This design comes from an exercise in tuning for a short achievable clock period and few clock cycles on the open sky130 flow, not from production work. For this run, only the layout was checked, not whether the RTL still works. No activity file was given, so power comes from the tool's default toggle rates.

<file path="design/flow/run.sh">
#!/bin/bash
# synth_recipe.tcl (not shown) runs the flow's synth.tcl, then flattens the netlist and writes it again
# the make line also repeats each setting of config.mk as NAME=value (left out here)
make -C /OpenROAD-flow-scripts/flow DESIGN_CONFIG=/design/flow/config.mk WORK_HOME=/design/flow/orfs CLKGATE_MAP_FILE= SYNTH_SCRIPT=/design/flow/synth_recipe.tcl finish
</file>
<file path="design/flow/design.v">
package mips_pkg;
   localparam int DATA_W     = 32;
   localparam int REG_ADDR_W = 5;
   typedef logic [DATA_W-1:0]     word_t;
   typedef logic [REG_ADDR_W-1:0] reg_addr_t;
   localparam logic [5:0] OP_RTYPE = 6'h00;
   localparam logic [5:0] OP_BEQ   = 6'h04;
   localparam logic [5:0] OP_BNE   = 6'h05;
   localparam logic [5:0] OP_ADDI  = 6'h08;
   localparam logic [5:0] OP_LW    = 6'h23;
   localparam logic [5:0] OP_SW    = 6'h2b;
   localparam logic [5:0] F_ADD    = 6'h20;
   localparam logic [5:0] F_SUB    = 6'h22;
   localparam logic [5:0] F_AND    = 6'h24;
   localparam logic [5:0] F_OR     = 6'h25;
   localparam logic [5:0] F_SLT    = 6'h2a;
   function automatic reg_addr_t dest_of(input word_t w);
      dest_of = (w[31:26] == OP_RTYPE) ? w[15:11] : w[20:16];
   endfunction
   function automatic logic writes(input word_t w);
      logic rv;
      rv = w[31:26] == OP_RTYPE &&
           (w[5:0] == F_ADD || w[5:0] == F_SUB || w[5:0] == F_AND || w[5:0] == F_OR ||
            w[5:0] == F_SLT);
      writes = (rv || w[31:26] == OP_ADDI || w[31:26] == OP_LW) && dest_of(w) != '0;
   endfunction
   function automatic logic loads(input word_t w);
      loads = w[31:26] == OP_LW && w[20:16] != '0;
   endfunction
   function automatic logic stores(input word_t w);
      stores = w[31:26] == OP_SW;
   endfunction
   function automatic logic any_branch(input word_t w);
      any_branch = w[31:26] == OP_BEQ || w[31:26] == OP_BNE;
   endfunction
   typedef logic [15:0] oh_t;
   function automatic oh_t onehot(input logic [5:0] x);
      onehot = '0;
      onehot[8 + x[5:3]] = 1'b1;
      onehot[x[2:0]]     = 1'b1;
   endfunction
   function automatic logic [5:0] index_of(input oh_t o);
      index_of = '0;
      for (int k = 0; k < 8; k++) begin
         if (o[8 + k]) index_of[5:3] = index_of[5:3] | 3'(k);
         if (o[k])     index_of[2:0] = index_of[2:0] | 3'(k);
      end
   endfunction
   function automatic logic adds(input word_t w);
      adds = w[31:26] == OP_ADDI ||
             (w[31:26] == OP_RTYPE && (w[5:0] == F_ADD || w[5:0] == F_SUB));
   endfunction
   function automatic logic sum_is(input word_t a, input word_t b, input logic cin,
                                   input word_t c);
      word_t k;
      word_t g;
      k = a ^ b ^ c;
      g = {(a[30:0] & b[30:0]) | (k[30:0] & (a[30:0] ^ b[30:0])), cin};
      sum_is = k == g;
   endfunction
endpackage
`timescale 1ns/1ns
module mips_fetch (
   input  logic                clk,
   input  logic                arst_n,
   input  logic                imem_we,
   input  logic [5:0]          imem_addr,
   input  mips_pkg::word_t     imem_wdata,
   input  logic                redirect,
   input  logic                stall,
   input  logic [5:0]          rd_idx,
   output logic                fd_valid,
   output mips_pkg::word_t     fd_word,
   output logic                fd_fs,
   output logic                fd_sfirst,
   output logic [16:0]         fd_swf,
   output logic                fd_hasbr,
   output logic                fd_beq,
   output logic                fd_bm1,
   output logic                fd_bm2,
   output logic                fd_pred,
   output logic [5:0]          fd_alt,
   output logic [5:0]          fd_idx,
   input  logic                lp_rec,
   input  logic [5:0]          lp_a,
   input  logic [5:0]          lp_idx,
   input  logic [5:0]          lp_fall
);
   localparam int DW = 79;
   logic [63:0][31:0] imem;
   always_ff @(posedge clk) begin
      for (int i = 0; i < 64; i++) begin
         if (imem_we && imem_addr == 6'(i)) begin
            imem[i] <= imem_wdata;
         end
      end
   end
   logic              tv0;
   logic [63:0]       q_w;       
   logic [63:0]       q_lw;      
   logic [63:0]       q_sw;      
   logic [63:0]       q_br;      
   logic [63:0]       q_pred;    
   logic [63:0]       q_as;      
   logic [63:0]       q_rd1;     
   logic [63:0]       q_rd2;     
   logic [63:0]       q_z1;      
   logic [63:0]       q_z2;      
   logic [63:0]       q_zz;      
   logic [63:0][5:0]  q_tgt;     
   logic [63:0]       q_useful;
   always_ff @(posedge clk or negedge arst_n) begin
      if (!arst_n) begin
         tv0      <= 1'b0;
         q_w      <= '0;
         q_lw     <= '0;
         q_sw     <= '0;
         q_br     <= '0;
         q_pred   <= '0;
         q_as     <= '0;
         q_rd1    <= '0;
         q_rd2    <= '0;
         q_z1     <= '0;
         q_z2     <= '0;
         q_zz     <= '0;
         q_tgt    <= '0;
         q_useful <= '0;
      end else begin
         tv0 <= 1'b1;
         for (int i = 0; i < 64; i++) begin
            logic                w;
            logic                s;
            logic                br;
            mips_pkg::reg_addr_t d;
            mips_pkg::word_t     n1;
            mips_pkg::word_t     n2;
            w  = mips_pkg::writes(imem[i]);
            s  = mips_pkg::stores(imem[i]);
            br = (imem[i][31:26] == mips_pkg::OP_BEQ ||
                  (imem[i][31:26] == mips_pkg::OP_BNE && imem[i][25:21] != imem[i][20:16])) &&
                 imem[i][5:0] != '0;
            d  = mips_pkg::dest_of(imem[i]);
            n1 = imem[(i + 1) % 64];
            n2 = imem[(i + 2) % 64];
            q_w[i]      <= w;
            q_lw[i]     <= mips_pkg::loads(imem[i]);
            q_sw[i]     <= s;
            q_br[i]     <= br;
            q_pred[i]   <= imem[i][5] ||
                           (imem[i][31:26] == mips_pkg::OP_BEQ && imem[i][25:21] == imem[i][20:16]);
            q_as[i]     <= mips_pkg::adds(imem[i]);
            q_rd1[i]    <= n1[25:21] == d || n1[20:16] == d;
            q_rd2[i]    <= n2[25:21] == d || n2[20:16] == d;
            q_z1[i]     <= (n1[25:21] == '0 || n1[25:21] == d) && (n1[20:16] == '0 || n1[20:16] == d);
            q_z2[i]     <= (n2[25:21] == '0 || n2[25:21] == d) && (n2[20:16] == '0 || n2[20:16] == d);
            q_zz[i]     <= imem[i][25:21] == '0 && imem[i][20:16] == '0;
            q_tgt[i]    <= 6'(i + 1) + imem[i][5:0];
            q_useful[i] <= w || s || br;
         end
      end
   end
   logic [127:0]       sc_v   [7];
   logic [127:0][5:0]  sc_ix  [7];
   always_comb begin
      for (int q = 0; q < 128; q++) begin
         sc_v[0][q]  = q_useful[q % 64];
         sc_ix[0][q] = 6'(q % 64);
      end
      for (int l = 0; l < 6; l++) begin
         for (int q = 0; q < 128; q++) begin
            if (q + (1 << l) < 128 && !sc_v[l][q]) begin
               sc_v[l+1][q]  = sc_v[l][q + (1 << l)];
               sc_ix[l+1][q] = sc_ix[l][q + (1 << l)];
            end else begin
               sc_v[l+1][q]  = sc_v[l][q];
               sc_ix[l+1][q] = sc_ix[l][q];
            end
         end
      end
   end
   logic              tv1;
   logic [63:0][5:0]  nu;
   logic [63:0][1:0]  tu;
   always_ff @(posedge clk or negedge arst_n) begin
      if (!arst_n) begin
         tv1 <= 1'b0;
         nu  <= '0;
         tu  <= '0;
      end else begin
         tv1 <= tv0;
         for (int i = 0; i < 64; i++) begin
            logic [32:0] win;
            for (int k = 0; k < 33; k++) begin
               win[k] = q_useful[(i + 33 + k) % 64];
            end
            nu[i] <= sc_v[6][i + 1] ? sc_ix[6][i + 1] : 6'(i);
            tu[i] <= {win[6'(imem[i][4:0]) + 6'd1], win[imem[i][4:0]]};
         end
      end
   end
   logic [63:0][5:0]  bn;
   logic [63:0][5:0]  ba;
   always_comb begin
      for (int i = 0; i < 64; i++) begin
         logic [5:0] t;
         logic [5:0] t0;
         t  = q_tgt[i];
         t0 = !imem[i][5] ? t : tu[i][0] ? t : tu[i][1] ? t + 6'd1 : t;
         bn[i] = q_pred[i] ? t0 : nu[i];
         ba[i] = q_pred[i] ? nu[i] : t0;
      end
   end
   logic [63:0]       s_valid;
   logic [63:0]       s_sfirst;  
   logic [63:0]       s_fs;      
   logic [63:0]       s_hasbr;
   logic [63:0]       s_beq;
   logic [63:0]       s_bm1;     
   logic [63:0]       s_bm2;     
   logic [63:0]       s_pred;
   logic [63:0][5:0]  s_alt;
   logic [63:0][5:0]  s_next;
   always_ff @(posedge clk or negedge arst_n) begin
      if (!arst_n) begin
         s_valid  <= '0;
         s_sfirst <= '0;
         s_fs     <= '0;
         s_hasbr  <= '0;
         s_beq    <= '0;
         s_bm1    <= '0;
         s_bm2    <= '0;
         s_pred   <= '0;
         s_alt    <= '0;
         s_next   <= '0;
      end else begin
         for (int i = 0; i < 64; i++) begin
            int                  i1;
            int                  i2;
            int                  m;
            int                  b;
            logic                sf;
            logic                fs;
            logic                dep;
            logic                zr;
            logic                fb;
            mips_pkg::reg_addr_t d;
            i1 = (i + 1) % 64;
            i2 = (i + 2) % 64;
            sf  = q_sw[i] && q_w[i1];
            fs  = !sf && q_w[i] && q_sw[i1] && !q_rd1[i];
            m   = sf ? i1 : i;
            b   = (sf || fs) ? i2 : i1;
            dep = sf ? q_rd1[i1] : fs ? q_rd2[i] : q_rd1[i];
            zr  = sf ? q_z1[i1] : fs ? q_z2[i] : q_z1[i];
            fb  = q_br[b] && (q_w[m] ? zr && (!dep || q_as[m]) : q_sw[i] && q_zz[b]);
            if (!fb) b = i;
            d   = mips_pkg::dest_of(imem[m]);
            if (tv1) begin
               s_valid[i]  <= q_useful[i];
               s_sfirst[i] <= sf;
               s_fs[i]     <= sf || fs;
               s_hasbr[i]  <= fb || q_br[i];
               s_next[i]   <= (fb || q_br[i]) ? bn[b] : (sf || fs) ? nu[i1] : nu[i];
            end else begin
               s_valid[i]  <= mips_pkg::writes(imem[i]) || mips_pkg::stores(imem[i]);
               s_sfirst[i] <= 1'b0;
               s_fs[i]     <= 1'b0;
               s_hasbr[i]  <= 1'b0;
               s_next[i]   <= mips_pkg::any_branch(imem[i]) ? 6'(i) : 6'(i + 1);
            end
            s_beq[i]  <= imem[b][31:26] == mips_pkg::OP_BEQ;
            s_bm1[i]  <= fb && imem[b][25:21] != '0 && imem[b][25:21] == d;
            s_bm2[i]  <= fb && imem[b][20:16] != '0 && imem[b][20:16] == d;
            s_pred[i] <= q_pred[b];
            s_alt[i]  <= ba[b];
         end
      end
   end
   logic [63:0][DW-1:0] ent;
   always_comb begin
      for (int i = 0; i < 64; i++) begin
         mips_pkg::word_t sw;
         mips_pkg::word_t mw;
         sw = s_sfirst[i] ? imem[i] : imem[(i + 1) % 64];
         mw = s_sfirst[i] ? imem[(i + 1) % 64] : imem[i];
         ent[i] = {s_valid[i], mw, s_fs[i], s_sfirst[i], sw[25:16], sw[6:0], s_hasbr[i],
                   s_beq[i], s_bm1[i], s_bm2[i], s_pred[i], s_alt[i],
                   mips_pkg::onehot(s_next[i])};
      end
   end
   logic          first;
   logic [DW-1:0] ent0;
   assign ent0 = {mips_pkg::writes(imem[0]) || mips_pkg::stores(imem[0]), imem[0],
                  2'b00, 17'd0, 1'b0, 3'b000, 1'b0, 6'd0,
                  mips_pkg::onehot(mips_pkg::any_branch(imem[0]) ? 6'd0 : 6'd1)};
   always_ff @(posedge clk or negedge arst_n) begin
      if (!arst_n) begin
         first <= 1'b1;
      end else begin
         first <= 1'b0;
      end
   end
   logic [DW-1:0]       fe;
   logic [7:0][DW-1:0]  fg;
   mips_pkg::oh_t       fpc;
   always_comb begin
      fe = '0;
      for (int g = 0; g < 8; g++) begin
         fg[g] = '0;
         for (int k = 0; k < 8; k++) begin
            fg[g] = fg[g] | (ent[8 * g + k] & {DW{fpc[k]}});
         end
         fe = fe | (fg[g] & {DW{fpc[8 + g]}});
      end
   end
   logic          take;
   logic [DW-1:0] re;
   logic          lp_valid;
   mips_pkg::oh_t lp_oh;
   mips_pkg::oh_t lp_fall_oh;
   logic [5:0]    lp_cnt;
   logic          go;
   logic          hit;
   logic          flip;
   logic          same;
   logic [6:0]    rec_cnt;
   assign go      = !take && !stall;
   assign hit     = go && lp_valid && |(fpc[15:8] & lp_oh[15:8]) && |(fpc[7:0] & lp_oh[7:0]);
   assign flip    = hit && lp_cnt == '0;
   assign same    = go && fpc == mips_pkg::onehot(lp_idx);
   assign rec_cnt = {1'b0, lp_a} - 7'd2 - {6'd0, same};
   always_ff @(posedge clk or negedge arst_n) begin
      if (!arst_n) begin
         lp_valid   <= 1'b0;
         lp_oh      <= '0;
         lp_fall_oh <= '0;
         lp_cnt     <= '0;
      end else if (take) begin
         lp_valid   <= 1'b0;
      end else if (lp_rec && !rec_cnt[6]) begin
         lp_valid   <= 1'b1;
         lp_oh      <= mips_pkg::onehot(lp_idx);
         lp_fall_oh <= mips_pkg::onehot(lp_fall);
         lp_cnt     <= rec_cnt[5:0];
      end else if (hit) begin
         lp_valid   <= lp_cnt != '0;
         lp_cnt     <= lp_cnt - 6'd1;
      end
   end
   assign take = redirect || first;
   assign re   = first ? ent0 : {1'b0, ent0[DW-2:16], mips_pkg::onehot(rd_idx)};
   always_ff @(posedge clk or negedge arst_n) begin
      if (!arst_n) begin
         fpc      <= 16'h0101;
         fd_valid <= 1'b0;
      end else if (take) begin
         fpc      <= re[15:0];
         fd_valid <= re[DW-1];
      end else if (!stall) begin
         fpc      <= flip ? lp_fall_oh : fe[15:0];
         fd_valid <= fe[DW-1];
      end
   end
   always_ff @(posedge clk) begin
      if (take) begin
         {fd_word, fd_fs, fd_sfirst, fd_swf, fd_hasbr, fd_beq, fd_bm1, fd_bm2, fd_pred,
          fd_alt} <= re[DW-2:16];
         fd_idx <= first ? 6'd0 : rd_idx;
      end else if (!stall) begin
         {fd_word, fd_fs, fd_sfirst, fd_swf, fd_hasbr, fd_beq, fd_bm1, fd_bm2} <= fe[DW-2:23];
         fd_pred <= fe[22] ^ flip;
         fd_alt  <= flip ? mips_pkg::index_of(fe[15:0]) : fe[21:16];
         fd_idx  <= mips_pkg::index_of(fpc);
      end
   end
endmodule
`timescale 1ns/1ns
module mips_regfile (
   input  logic                     clk,
   input  logic                     arst_n,
   input  logic [3:0][4:0]          raddr,
   output mips_pkg::word_t [3:0]    rdata,
   input  logic                     w_valid,
   input  logic [31:1]              w_we,
   input  mips_pkg::reg_addr_t      w_dest,
   input  mips_pkg::word_t          w_data
);
   mips_pkg::word_t [31:1] regs;
   mips_pkg::word_t [31:0] rview;
   assign rview = {regs, 32'h0};
   always_ff @(posedge clk or negedge arst_n) begin
      if (!arst_n) begin
         regs <= '0;
      end else begin
         for (int i = 1; i < 32; i++) begin
            if (w_we[i]) begin
               regs[i] <= w_data;
            end
         end
      end
   end
   always_comb begin
      for (int p = 0; p < 4; p++) begin
         rdata[p] = (w_valid && w_dest == raddr[p]) ? w_data : rview[raddr[p]];
      end
   end
endmodule
`timescale 1ns/1ns
module mips_decode (
   input  logic                     clk,
   input  logic                     arst_n,
   input  logic                     redirect,
   output logic                     stall,
   input  logic                     fd_valid,
   input  mips_pkg::word_t          fd_word,
   input  logic                     fd_fs,
   input  logic                     fd_sfirst,
   input  logic [16:0]              fd_swf,
   input  logic                     fd_hasbr,
   input  logic                     fd_beq,
   input  logic                     fd_bm1,
   input  logic                     fd_bm2,
   input  logic                     fd_pred,
   input  logic [5:0]               fd_alt,
   input  logic [5:0]               fd_idx,
   output logic [3:0][4:0]          raddr,
   input  mips_pkg::word_t [3:0]    rdata,
   output logic                     de_valid,
   output logic                     de_w,
   output logic                     de_lw,
   output logic                     de_sw,
   output logic                     de_fs,
   output logic                     de_sfirst,
   output mips_pkg::reg_addr_t      de_dest,
   output logic [4:0]               de_op,
   output logic                     de_useimm,
   output mips_pkg::word_t          de_imm,
   output mips_pkg::word_t [3:0]    de_v,
   output logic [3:0]               de_f,
   output logic [6:0]               de_swimm,
   output logic                     de_hasbr,
   output logic                     de_beq,
   output logic                     de_pred,
   output logic                     de_bonly,
   output logic                     de_zchk,
   output logic [5:0]               de_idx,
   output logic [5:0]               de_altidx,
   output logic                     de_lpok
);
   logic [5:0]          opcode;
   logic [5:0]          funct;
   mips_pkg::reg_addr_t dest;
   logic                w;
   logic [4:0]          op;
   logic [3:0]          fwd;
   logic                useimm;
   mips_pkg::word_t     imm;
   logic                bonly;
   logic                zchk;
   logic                wait_e;
   assign opcode = fd_word[31:26];
   assign funct  = fd_word[5:0];
   assign dest   = mips_pkg::dest_of(fd_word);
   assign w      = mips_pkg::writes(fd_word);
   assign useimm = opcode != mips_pkg::OP_RTYPE;
   assign imm    = {{16{fd_word[15]}}, fd_word[15:0]};
   always_comb begin
      op = 5'b00001;
      if (opcode == mips_pkg::OP_RTYPE) begin
         case (funct)
            mips_pkg::F_SUB: op = 5'b00010;
            mips_pkg::F_AND: op = 5'b00100;
            mips_pkg::F_OR:  op = 5'b01000;
            mips_pkg::F_SLT: op = 5'b10000;
            default:         op = 5'b00001;
         endcase
      end
   end
   assign raddr[0] = fd_word[25:21];
   assign raddr[1] = fd_word[20:16];
   assign raddr[2] = fd_swf[16:12];
   assign raddr[3] = fd_swf[11:7];
   always_comb begin
      for (int p = 0; p < 4; p++) begin
         fwd[p] = de_valid && de_w && de_dest == raddr[p];
      end
   end
   assign bonly = !w && !mips_pkg::stores(fd_word);
   assign zchk  = w && (fd_bm1 != fd_bm2);
   assign wait_e = bonly ? (fwd[0] || fwd[1]) : zchk ? (fwd[0] || (!useimm && fwd[1])) : 1'b0;
   assign stall = fd_valid && fd_hasbr && wait_e;
   always_ff @(posedge clk or negedge arst_n) begin
      if (!arst_n) begin
         de_valid <= 1'b0;
      end else begin
         de_valid <= fd_valid && !redirect && !stall;
      end
   end
   always_ff @(posedge clk) begin
      de_w      <= w;
      de_lw     <= mips_pkg::loads(fd_word);
      de_sw     <= mips_pkg::stores(fd_word);
      de_fs     <= fd_fs;
      de_sfirst <= fd_sfirst;
      de_dest   <= dest;
      de_op     <= op;
      de_useimm <= useimm;
      de_imm    <= imm;
      de_v      <= rdata;
      de_f      <= fwd;
      de_swimm  <= fd_swf[6:0];
      de_hasbr  <= fd_hasbr;
      de_beq    <= fd_beq;
      de_pred   <= fd_pred;
      de_bonly  <= bonly;
      de_zchk   <= zchk;
      de_idx    <= fd_idx;
      de_altidx <= fd_alt;
      de_lpok   <= fd_hasbr && zchk && fd_pred && !fd_beq && opcode == mips_pkg::OP_ADDI &&
                   fd_word[15:0] == 16'hffff && fd_word[25:21] == fd_word[20:16];
   end
endmodule
`timescale 1ns/1ns
module mips_execute (
   input  logic                     clk,
   input  logic                     arst_n,
   input  logic                     de_valid,
   input  logic                     de_w,
   input  logic                     de_lw,
   input  logic                     de_sw,
   input  logic                     de_fs,
   input  logic                     de_sfirst,
   input  mips_pkg::reg_addr_t      de_dest,
   input  logic [4:0]               de_op,
   input  logic                     de_useimm,
   input  mips_pkg::word_t          de_imm,
   input  mips_pkg::word_t [3:0]    de_v,
   input  logic [3:0]               de_f,
   input  logic [6:0]               de_swimm,
   input  logic                     de_hasbr,
   input  logic                     de_beq,
   input  logic                     de_pred,
   input  logic                     de_bonly,
   input  logic                     de_zchk,
   input  logic [5:0]               de_idx,
   input  logic [5:0]               de_altidx,
   input  logic                     de_lpok,
   output logic                     redirect,
   output logic [5:0]               rd_idx,
   output logic                     lp_rec,
   output logic [5:0]               lp_a,
   output logic [5:0]               lp_idx,
   output logic [5:0]               lp_fall,
   output logic                     w_valid,
   output mips_pkg::reg_addr_t      w_dest,
   output mips_pkg::word_t          w_data,
   output logic [31:1]              w_we,
   output logic                     wb_en,
   output mips_pkg::reg_addr_t      wb_reg,
   output mips_pkg::word_t          wb_data
);
   mips_pkg::word_t [3:0] v;
   mips_pkg::word_t       a;
   mips_pkg::word_t       bs;
   mips_pkg::word_t       b;
   mips_pkg::word_t       bx;
   logic                  sub;
   mips_pkg::word_t       sum;
   logic                  lt;
   mips_pkg::word_t       alu;
   logic [6:0]            maddr;
   logic [6:0]            faddr;
   logic [4:0]            sidx;
   mips_pkg::word_t       sdata;
   mips_pkg::word_t       ld;
   mips_pkg::word_t       result;
   logic                  eq;
   mips_pkg::word_t       zb;
   mips_pkg::word_t       zbx;
   logic                  wr;
   always_comb begin
      for (int p = 0; p < 4; p++) begin
         v[p] = de_f[p] ? w_data : de_v[p];
      end
   end
   assign a  = v[0];
   assign bs = v[1];
   assign b  = de_useimm ? de_imm : bs;
   assign sub = de_op[1] || de_op[4];
   assign bx  = sub ? ~b : b;
   assign sum = a + bx + {31'd0, sub};
   assign lt  = (a[31] != b[31]) ? a[31] : sum[31];
   always_comb begin
      alu = sum;
      if (de_op[2]) alu = a & b;
      if (de_op[3]) alu = a | b;
      if (de_op[4]) alu = {31'd0, lt};
   end
   assign maddr = a[6:0] + de_imm[6:0];
   assign faddr = v[2][6:0] + de_swimm;
   assign sidx  = de_fs ? faddr[6:2] : maddr[6:2];
   assign sdata = de_fs ? v[3] : bs;
   mips_memory mips_memory_inst (
      .clk   (clk),
      .arst_n(arst_n),
      .ridx  (maddr[6:2]),
      .rdata (ld),
      .we    (de_valid && (de_sw || de_fs)),
      .widx  (sidx),
      .wdata (sdata)
   );
   assign result = !de_lw ? alu :
                   (de_sfirst && faddr[6:2] == maddr[6:2]) ? v[3] : ld;
   assign zb  = de_useimm ? de_imm : de_v[1];
   assign zbx = de_op[1] ? ~zb : zb;
   assign eq  = de_bonly ? de_v[0] == de_v[1] :
                de_zchk  ? ((de_v[0] ^ zbx) == {de_v[0][30:0] | zbx[30:0], de_op[1]}) : 1'b1;
   assign redirect = de_valid && de_hasbr && ((de_beq ? eq : !eq) != de_pred);
   assign rd_idx  = de_altidx;
   assign lp_rec  = de_valid && de_lpok && !redirect && de_v[0][31:6] == '0 && de_v[0][5:1] != '0;
   assign lp_a    = de_v[0][5:0];
   assign lp_idx  = de_idx;
   assign lp_fall = de_altidx;
   assign wr = de_valid && de_w;
   always_ff @(posedge clk or negedge arst_n) begin
      if (!arst_n) begin
         w_valid <= 1'b0;
         w_we    <= '0;
         wb_en   <= 1'b0;
      end else begin
         w_valid <= wr;
         wb_en   <= wr;
         for (int i = 1; i < 32; i++) begin
            w_we[i] <= wr && de_dest == 5'(i);
         end
      end
   end
   always_ff @(posedge clk) begin
      w_dest <= de_dest;
      w_data <= result;
   end
   always_ff @(posedge clk) begin
      if (wr) begin
         wb_reg  <= de_dest;
         wb_data <= result;
      end
   end
endmodule
`timescale 1ns/1ns
module mips_memory (
   input  logic            clk,
   input  logic            arst_n,
   input  logic [4:0]      ridx,
   output mips_pkg::word_t rdata,
   input  logic            we,
   input  logic [4:0]      widx,
   input  mips_pkg::word_t wdata
);
   mips_pkg::word_t [31:0] dmem;
   always_ff @(posedge clk or negedge arst_n) begin
      if (!arst_n) begin
         dmem <= '0;
      end else begin
         for (int i = 0; i < 32; i++) begin
            if (we && widx == 5'(i)) begin
               dmem[i] <= wdata;
            end
         end
      end
   end
   assign rdata = dmem[ridx];
endmodule
`timescale 1ns/1ns
module mips_cpu #(
   parameter int IMEM_WORDS = 64,
   parameter int DMEM_WORDS = 32
) (
   input  logic                          clk,
   input  logic                          arst_n,
   input  logic                          imem_we,
   input  logic [$clog2(IMEM_WORDS)-1:0] imem_addr,
   input  mips_pkg::word_t               imem_wdata,
   output logic                          wb_en,
   output mips_pkg::reg_addr_t           wb_reg,
   output mips_pkg::word_t               wb_data
);
   logic                  redirect;
   logic                  stall;
   logic [5:0]            rd_idx;
   logic                  lp_rec;
   logic [5:0]            lp_a;
   logic [5:0]            lp_idx;
   logic [5:0]            lp_fall;
   logic [5:0]            fd_idx;
   logic [5:0]            de_idx;
   logic [5:0]            de_altidx;
   logic                  de_lpok;
   logic                  fd_valid;
   mips_pkg::word_t       fd_word;
   logic                  fd_fs;
   logic                  fd_sfirst;
   logic [16:0]           fd_swf;
   logic                  fd_hasbr;
   logic                  fd_beq;
   logic                  fd_bm1;
   logic                  fd_bm2;
   logic                  fd_pred;
   logic [5:0]            fd_alt;
   logic [3:0][4:0]       raddr;
   mips_pkg::word_t [3:0] rdata;
   logic                  de_valid;
   logic                  de_w;
   logic                  de_lw;
   logic                  de_sw;
   logic                  de_fs;
   logic                  de_sfirst;
   mips_pkg::reg_addr_t   de_dest;
   logic [4:0]            de_op;
   logic                  de_useimm;
   mips_pkg::word_t       de_imm;
   mips_pkg::word_t [3:0] de_v;
   logic [3:0]            de_f;
   logic [6:0]            de_swimm;
   logic                  de_hasbr;
   logic                  de_beq;
   logic                  de_pred;
   logic                  de_bonly;
   logic                  de_zchk;
   logic                  w_valid;
   mips_pkg::reg_addr_t   w_dest;
   mips_pkg::word_t       w_data;
   logic [31:1]           w_we;
   mips_fetch mips_fetch_inst (.*);
   mips_decode mips_decode_inst (.*);
   mips_execute mips_execute_inst (.*);
   mips_regfile mips_regfile_inst (.*);
endmodule
</file>
<file path="design/flow/config.mk">
export PLATFORM = sky130hd
export DESIGN_NAME = mips_cpu
export DESIGN_NICKNAME = mips_cpu
export VERILOG_FILES = /design/flow/design.v
export SDC_FILE = /design/flow/constraint.sdc
export NUM_CORES = 8
export LEC_CHECK = 0
export CAP_MARGIN = 20
export CORE_MARGIN = 2
export CORE_UTILIZATION = 45
export PLACE_DENSITY = 0.6
export SETUP_SLACK_MARGIN = 5
export SLEW_MARGIN = 20
</file>
<file path="design/flow/constraint.sdc">
create_clock -name core_clock -period 9.0 [get_ports {clk}]
set_input_delay 1.8000 -clock core_clock [delete_from_list [all_inputs] [get_ports {clk}]]
set_output_delay 1.8000 -clock core_clock [all_outputs]
set_load 0.01 [all_outputs]
</file>
==> results.cfg <==
[clock_tree]
cts_root_buffer = clkbuf_16
htree_num_levels = 6
clockBufferDepth = 5
cts_buffers = 848
clkSinkCount = 7341
hold_buffers = 0

[grt]
grt_max_degree = 192
grt_use_total_pct = 67.7
grt_overflow = 37

[yosys]
synthMuxAreaShare_pct = 26.0
synthFlopType = dfrtp_1
async_flop_share_pct = 67.9
ys_types = 104
synth_edf_count = 2153
syn_nets = 51554
ys_warn_count = 133
synthAdderAreaFrac_pct = 1.43
synth_top_family_by_area = multiplexers
synth-seq-area-share_pct = 37.7
postSynthAreaPerCell_um2 = 10.1
yosys.area_share.xor_xnor_pct = 4.91
syn_inst = 50925
yosys.area.top_type_share_pct = 24.3
synth_seq_cells = 7341
netlist_area_um2 = 514000
synth_compound_area_share_pct = 13.8
netlist_top_cells_area = dfrtp_1 24%, edfxtp_1 13%, mux4_2 12%
yosysTopAreaCell = dfrtp_1
synth-simple-area-share_pct = 11.8

[floorplanning]
ios = 79
die_y_um = 1070
fp-row-count = 392
fp.dieW_um = 1070
start_util_pct = 45.1

[placed_design]
port_buffers = 78
place.gp.congestion = 1.22
place_hpwl_um = 2750000

[status]
status = stopped before the end
stop_error = [ERROR GRT-0232] Routing congestion too high. Check the congestion heatmap in the GUI.
stop_stage = 5_1_grt
## synthesized netlist by cell type (138+ instances only)
| cell type | number |
|---|---|
| a21oi_1 | 2170 |
| dfxtp_1 | 200 |
| nor4_1 | 723 |
| mux4_2 | 2718 |
| o22ai_1 | 1941 |
| nor2b_1 | 269 |
| xor2_1 | 1308 |
| edfxtp_1 | 2153 |
| a22o_1 | 139 |
| and3_1 | 187 |
| clkbuf_1 | 4054 |
| nand4_1 | 249 |
| nor2_1 | 3387 |
| a22oi_1 | 669 |
| a31oi_1 | 430 |
| o22a_1 | 246 |
| nand2_1 | 4894 |
| nor3_1 | 1014 |
| buf_1 | 946 |
| nand4b_1 | 146 |
| mux2_2 | 1578 |
| a211oi_1 | 571 |
| ha_1 | 587 |
| mux2i_1 | 5447 |
| o211ai_1 | 428 |
| nand3_1 | 965 |
| o221ai_1 | 138 |
| nand2b_1 | 264 |
| nand3b_1 | 151 |
| a21o_1 | 163 |
| or3_1 | 235 |
| dfrtp_1 | 4985 |
| o21ai_0 | 2933 |
| xnor2_1 | 1569 |
| and2_1 | 163 |
| inv_1 | 832 |
## routing by layer
| layer | GRT usage (%) | GRT overflow |
|---|---|---|
| met1 | 70.3 | 2 |
| met2 | 83.4 | 5 |
| met3 | 49.9 | 10 |
| met4 | 67.0 | 19 |
| met5 | 23.1 | 1 |
## worst max path at each step
stage | startpoint | slack (ns) | to | cells after the start
after global placement | mips_decode_inst.de_useimm | 1.53 | mips_fetch_inst.lp_cnt[2] | 24
after detailed placement | mips_decode_inst.de_useimm | 1.88 | mips_fetch_inst.lp_cnt[2] | 24
after floorplan | mips_decode_inst.de_useimm | 4.37 | mips_fetch_inst.lp_cnt[1] | 27
after CTS | mips_decode_inst.de_useimm | 3.90 | mips_fetch_inst.lp_cnt[0] | 25
## power groups by stage
stage	logic (W)	clock network [W]	registers [W]
after floorplan	0.00400	0	0.0357
after global placement	0.00976	0	0.0363
after detailed placement	0.00986	0	0.0363
after CTS	0.0107	0.0376	0.0356
## cells by family after synthesis
kind of cell,Yosys count
muxes,9745
xor gates and xnor gates,2879
AOI/OAI and AO/OA,11257
adders and majority gates,588
other,2
and+or+nand+nor,13156
DFF,7341
buffers and inverters,5957
## per-stage QoR
step	instance area [um^2]	total power (W)	cells	hold WS [ns]	setup slack, ns
after detailed placement	546000	0.0461	64206	0.327	1.88
after floorplan	514000	0.0397	50925	0.323	4.37
after CTS	596000	0.0840	66537	0.338	3.90
after global placement	545000	0.0460	64169	0.326	1.53
## repair_timing
action,in CTS
endpoints found under the setup margin,2065
pin swaps,468
gates cloned,199
gates resized for setup,2770
buffers inserted,537
endpoints found under the hold margin,0
